Source: an optimization exercise on an open RTL-to-GDS flow (aim: small area). Production flows keep margins and buffers that such runs may drop. At most, simulation tests tie the RTL to the original design; equivalence was not proved. The flow treats the clock pin as an ideal source, which a real chip does not have. Power is estimated from default activity; no workload was simulated.

== run 1 ==
==> flow/design.v (excerpt) <==
module sd_block_writer #(
  parameter logic [31:0] START_ADR = 32'h0010_0000,
  parameter logic [31:0] STOP_ADR  = 32'h0010_4000,
  parameter logic [7:0]  PAD_BYTE  = 8'h80
) (
  input  logic        clk,
  input  logic        reset,
  input  logic        start,
  input  logic        flush,
  input  logic [7:0]  in_data,
  input  logic        in_valid,
  output logic        in_ready,
  input  logic        sd_ready,
  input  logic        sd_ready_for_next_byte,
  output logic        sd_wr,
  output logic [7:0]  sd_din,
  output logic [31:0] sd_adr,
  output logic        busy,
  output logic        done,
  output logic [15:0] blocks_written,
  output logic        overflow
);
Size: roughly 76 I/O pins, roughly 130000 sq um of cells after synthesis.
Settings: LEC_CHECK=0, CAP_MARGIN=20, CORE_MARGIN=2, CORE_UTILIZATION=70, CTS_BUF_LIST=sky130_fd_sc_hd__clkbuf_16, CTS_CLUSTER_DIAMETER=60, CTS_CLUSTER_SIZE=30, SLEW_MARGIN=20, SYNTH_MEMORY_MAX_BITS=8192; clock period 10.0 ns.
run.sh (not shown) runs the stock make flow with config.mk's settings and CLKGATE_MAP_FILE= SYNTH_SCRIPT=/design/flow/synth_recipe.tcl, a recipe that flattens the netlist after the stock synthesis.
For run 2, these inputs were changed with respect to run 1:
Settings: CTS_CLUSTER_DIAMETER: 60 -> unset; CTS_CLUSTER_SIZE: 30 -> unset; CORE_UTILIZATION: 70 -> 40; CTS_BUF_LIST: sky130_fd_sc_hd__clkbuf_16 -> unset.
Final cell area excluding filler cells is higher on run 2. Cmp run 1 and run 2 / sum of met2 wire segment lengths after detailed routing / lower: run 1. Data arrival time of the critical path, run 1 and run 2, lower one = run 1. Run 1 → run 2: non-clock buffer count went down; required time at the worst-slack endpoint went up; share of total power consumed by net switching went down; net switching power went up; delay of the slowest critical-path stage went down. Status | run 1 and run 2 | clean. Run 1 → run 2: floorplan row count increased by 50 relative to the old numbers, count of maximum capacitance violations held. Comparing half-perimeter wire length after placement for run 1 and run 2, the smaller number came from run 2.
Edits applied to the flow inputs when going from run 2 to run 3:
Settings: changing CAP_MARGIN from 20 to 0; changing SLEW_MARGIN from 20 to 0; setting CTS_CLUSTER_DIAMETER to 60 for the first time; changing CORE_UTILIZATION from 40 to 70; setting CTS_BUF_LIST to sky130_fd_sc_hd__clkbuf_16 for the first time; setting CTS_CLUSTER_SIZE to 36 for the first time.
Run 3 finished all stages; the layout is clean.
Cell area after layout on run 3 is ahead of run 2.
Routed wire length on run 3 is down relative to run 2.
As of run 3, total power had fallen by more than 10% compared to run 2.
Maximum fanout count along the critical path: run 3 lower than run 2
[compare] base=run 2 new=run 3: number of hold-repair buffers added at the cts stage saw little to no change; combinational group share of total power saw an increase; pre-CTS worst setup slack picked up an extra 0.22 ns; synthesized cell count about even.
Compared with run 2, run 3 shows a lower minimum period implied by the final worst setup slack.
Run 3 vs run 2: clock-buffer cell count down by more than half


the reference run:
Another version of the RTL of sd_block_writer (not shown whole).
For scale: roughly 4300 cells after synthesis, about 76 I/O pins, roughly 130000 sq um of cells after synthesis.
clock: 10.0 ns
lec_check: 0
cap_margin: 0
core_margin: 2
core_utilization: 74
slew_margin: 0
synth_memory_max_bits: 8192
standard.sh (not shown) runs the stock make flow with config.mk's settings and CLKGATE_MAP_FILE= SYNTH_SCRIPT=/design/flow/synth_recipe.tcl, a recipe that flattens the netlist after the stock synthesis.
==> flow/flow/run.sh <==
#!/bin/bash
# Standard layout, except:
# - the clock tree: flow/cts_tree.tcl builds it before ORFS's CTS step (recursive bisection of the
#   registers into compact groups, one buffer per group, level by level), and TritonCTS, limited
#   to the clock port's net, then finds only the root buffer on it and leaves the tree alone;
# - the port buffers are the smallest buffer, buf_1.
set -euo pipefail
CT_LEAF_N=21 CT_TREE_N=24 CT_SLEW=0.122 bash standard.sh \
  "BUFFER_PORTS_ARGS=-buffer_cell sky130_fd_sc_hd__buf_1" \
  "PRE_CTS_TCL=$PWD/flow/cts_tree.tcl" \
  "CTS_ARGS=-clk_nets clk -sink_clustering_enable -dont_use_dummy_load -buf_list sky130_fd_sc_hd__clkbuf_16" \
  finish > standard_flow.log 2>&1
Other scripts of this flow, unchanged in this note and not shown: flow/flow/cts_tree.tcl
### the reference run -> the trial run
- CORE_UTILIZATION: 74 -> 70
==> comparison <==
Against the reference run as the reference, the trial run delivers a lower met1 layer usage reported by global route. Going from the reference run to the trial run, global-route wire length before repair saw an increase, switching power as a share of total power saw little to no change, cell count after placement saw an increase, global routing usage summed across all routing layers saw a decrease, first-iteration DRC count saw little to no change. Comparing the trial run with the reference run, the internal portion of total power came out essentially unchanged. Per the comparison of the trial run with the reference run, final instance count without filler cells shows an increase of 2.4%, relative area change from synthesis to final layout went up by 0.23 points.
Function was not checked in any run of this note: the RTL went through the layout flow alone.


sd_block_writer, a different RTL version from the one above (not shown whole).
Size: about 4100 flip-flops, ~76 I/O pins, about 130000 um^2 of cells after synthesis.
export LEC_CHECK = 0
export CAP_MARGIN = 0
export CORE_MARGIN = 2
export CORE_UTILIZATION = 70
export SLEW_MARGIN = 0
export SYNTH_MEMORY_MAX_BITS = 8192
create_clock -name core_clock -period 10.0 [get_ports {clk}]
==> flow/flow/run.sh <==
#!/bin/bash
# Standard layout, except the clock tree: flow/cts_tree.tcl builds it before ORFS's CTS step
# (by recursive bisection of the registers into compact groups, one buffer per group), and
# TritonCTS, limited to the clock port's net, then finds nothing left to do.
set -euo pipefail
bash standard.sh "PRE_CTS_TCL=$PWD/flow/cts_tree.tcl" \
  "CTS_ARGS=-clk_nets clk -sink_clustering_enable -dont_use_dummy_load -buf_list sky130_fd_sc_hd__clkbuf_16" \
  finish > standard_flow.log 2>&1
==> flow/flow/cts_tree.tcl <==
# Clock tree built by recursive bisection: the clock sinks are split into compact groups of at most
# N sinks, each driven by one buffer at the group's centre; the buffers are grouped the same way,
# level by level, until one root buffer remains, which the clock port drives.
proc ct_bisect {items maxn} {
  set n [llength $items]
  if {$n <= $maxn} { return [list $items] }
  set xs [lsort -integer [lmap s $items {lindex $s 1}]]
  set ys [lsort -integer [lmap s $items {lindex $s 2}]]
  set k [expr {([lindex $xs end] - [lindex $xs 0]) >= ([lindex $ys end] - [lindex $ys 0]) ? 1 : 2}]
  set sorted [lsort -integer -index $k $items]
  set ng [expr {($n + $maxn - 1) / $maxn}]
  set nl [expr {(($ng / 2) * $n + $ng / 2) / $ng}]
  return [concat [ct_bisect [lrange $sorted 0 [expr {$nl-1}]] $maxn] [ct_bisect [lrange $sorted $nl end] $maxn]]
}
# items: {iterm x y}; drives each group from a new buffer; returns the buffers' inputs as items
proc ct_level {items bufname maxn lvl} {
  set block [ord::get_db_block]
  set master [[ord::get_db] findMaster $bufname]
  set out {}
  set i 0
  foreach g [ct_bisect $items $maxn] {
    set sx 0; set sy 0
    foreach s $g { incr sx [lindex $s 1]; incr sy [lindex $s 2] }
    set cx [expr {$sx / [llength $g]}]; set cy [expr {$sy / [llength $g]}]
    set inst [odb::dbInst_create $block $master "ctb_${lvl}_$i"]
    $inst setLocation [expr {$cx - [$master getWidth] / 2}] [expr {$cy - [$master getHeight] / 2}]
    $inst setPlacementStatus PLACED
    set net [odb::dbNet_create $block "ctn_${lvl}_$i"]
    $net setSigType CLOCK
    foreach s $g { set it [lindex $s 0]; $it disconnect; $it connect $net }
    [$inst findITerm X] connect $net
    lappend out [list [$inst findITerm A] $cx $cy]
    incr i
  }
  puts "clock tree level $lvl: [llength $items] loads, $i $bufname"
  return $out
}
proc ct_build {clkname leafbuf leafn treebuf treen} {
  set block [ord::get_db_block]
  set clk [$block findNet $clkname]
  set items {}
  foreach it [$clk getITerms] {
    set b [[$it getInst] getBBox]
    lappend items [list $it [expr {([$b xMin] + [$b xMax]) / 2}] [expr {([$b yMin] + [$b yMax]) / 2}]]
  }
  set items [ct_level $items $leafbuf $leafn 0]
  set lvl 1
  while {[llength $items] > 1} {
    set items [ct_level $items $treebuf $treen $lvl]
    incr lvl
  }
  set it [lindex $items 0 0]
  $it connect $clk
}
# Resize each leaf buffer of the tree to the smallest of sizes whose sinks' clock slew stays at or
# below target (ns), measured on the placement's estimated parasitics.
proc ct_leaf_slew {inst} {
  set m 0
  foreach it [[[$inst findITerm X] getNet] getITerms] {
    if {[$it getInst] eq $inst} continue
    set p [get_pins [[$it getInst] getName]/[[$it getMTerm] getName]]
    set s [get_property $p slew_max]
    if {$s > $m} { set m $s }
  }
  return $m
}
proc ct_fix_leaves {sizes target} {
  estimate_parasitics -placement
  set block [ord::get_db_block]
  set hist [dict create]
  foreach inst [$block getInsts] {
    if {![string match ctb_0_* [$inst getName]]} continue
    set chosen [lindex $sizes end]
    foreach sz $sizes {
      replace_cell [$inst getName] $sz
      if {[ct_leaf_slew $inst] <= $target} { set chosen $sz; break }
    }
    replace_cell [$inst getName] $chosen
    dict incr hist $chosen
  }
  puts "leaf sizes: $hist"
}

# Run as ORFS's PRE_CTS_TCL hook, on the placed design: build the tree, legalize, size the leaves.
# clock_tree_synthesis then finds the clock port driving a single buffer and leaves the tree alone.
set ct_leaf_n   [expr {[info exists ::env(CT_LEAF_N)] ? $::env(CT_LEAF_N) : 21}]
set ct_tree_n   [expr {[info exists ::env(CT_TREE_N)] ? $::env(CT_TREE_N) : 16}]
set ct_target   [expr {[info exists ::env(CT_SLEW)] ? $::env(CT_SLEW) : 0.115}]
ct_build clk sky130_fd_sc_hd__clkbuf_8 $ct_leaf_n sky130_fd_sc_hd__clkbuf_16 $ct_tree_n
set_propagated_clock [all_clocks]
detailed_placement
ct_fix_leaves {sky130_fd_sc_hd__clkbuf_8 sky130_fd_sc_hd__clkbuf_16} $ct_target
Edit:
==> flow/flow/run.sh (replaced) <==
#!/bin/bash
# Standard layout, except:
# - the clock tree: flow/cts_tree.tcl builds it before ORFS's CTS step (recursive bisection of the
#   registers into compact groups, one buffer per group, level by level), and TritonCTS, limited
#   to the clock port's net, then finds only the root buffer on it and leaves the tree alone;
# - the port buffers are the smallest buffer, buf_1.
set -euo pipefail
CT_LEAF_N=21 CT_SLEW=0.122 bash standard.sh \
  "BUFFER_PORTS_ARGS=-buffer_cell sky130_fd_sc_hd__buf_1" \
  "PRE_CTS_TCL=$PWD/flow/cts_tree.tcl" \
  "CTS_ARGS=-clk_nets clk -sink_clustering_enable -dont_use_dummy_load -buf_list sky130_fd_sc_hd__clkbuf_16" \
  finish > standard_flow.log 2>&1
Outcome:
- The new run finished clean
- final cell count barely changes
- wire length hardly moves
- total power shrinks slightly
- sequential share of layout area climbs by 0.52 points
- die area does not change

[port drivers added, routing unchanged]
How much do the figures lean on ideal ports? The routed layouts below were timed once more, with nothing changed but the port constraints. Step 1 sets driving cells, clkbuf_16 on the clock port and buf_2 on the other inputs (assumed; they add their load-dependent delay and slew). Step 2 times the ports against the registers' clock, not the clock port: input delays grow and output delays shrink by t, the midpoint of the rising clock arrivals with the driver on. Slacks: no drivers / after step 1 / after step 2; pairs: no drivers / after step 1.
run | t, ns | setup slack, ns | hold slack, ns
run 1 | 0.897 | 5.165 / 5.193 / 4.331 | 0.400 / 0.400 / 0.400
run 2 | 0.968 | 4.942 / 5.002 / 4.033 | 0.385 / 0.385 / 0.385
run 3 | 0.891 | 5.141 / 5.181 / 4.300 | 0.405 / 0.405 / 0.405
the reference run | 0.891 | 5.456 / 5.517 / 4.627 | 0.398 / 0.398 / 0.398
the trial run | 0.892 | 5.398 / 5.451 / 4.559 | 0.405 / 0.405 / 0.405
the first run of note 3 | 0.885 | 4.781 / 4.635 / 3.749 | 0.388 / 0.388 / 0.388
the second run of note 3 | 0.905 | 4.813 / 4.813 / 4.222 | 0.411 / 0.411 / 0.411
After both steps every run listed still meets setup and hold. For the first run of note 3, which loses most, drivers alone change the setup slack by -0.146 ns; drivers and shift together by -1.032 ns.
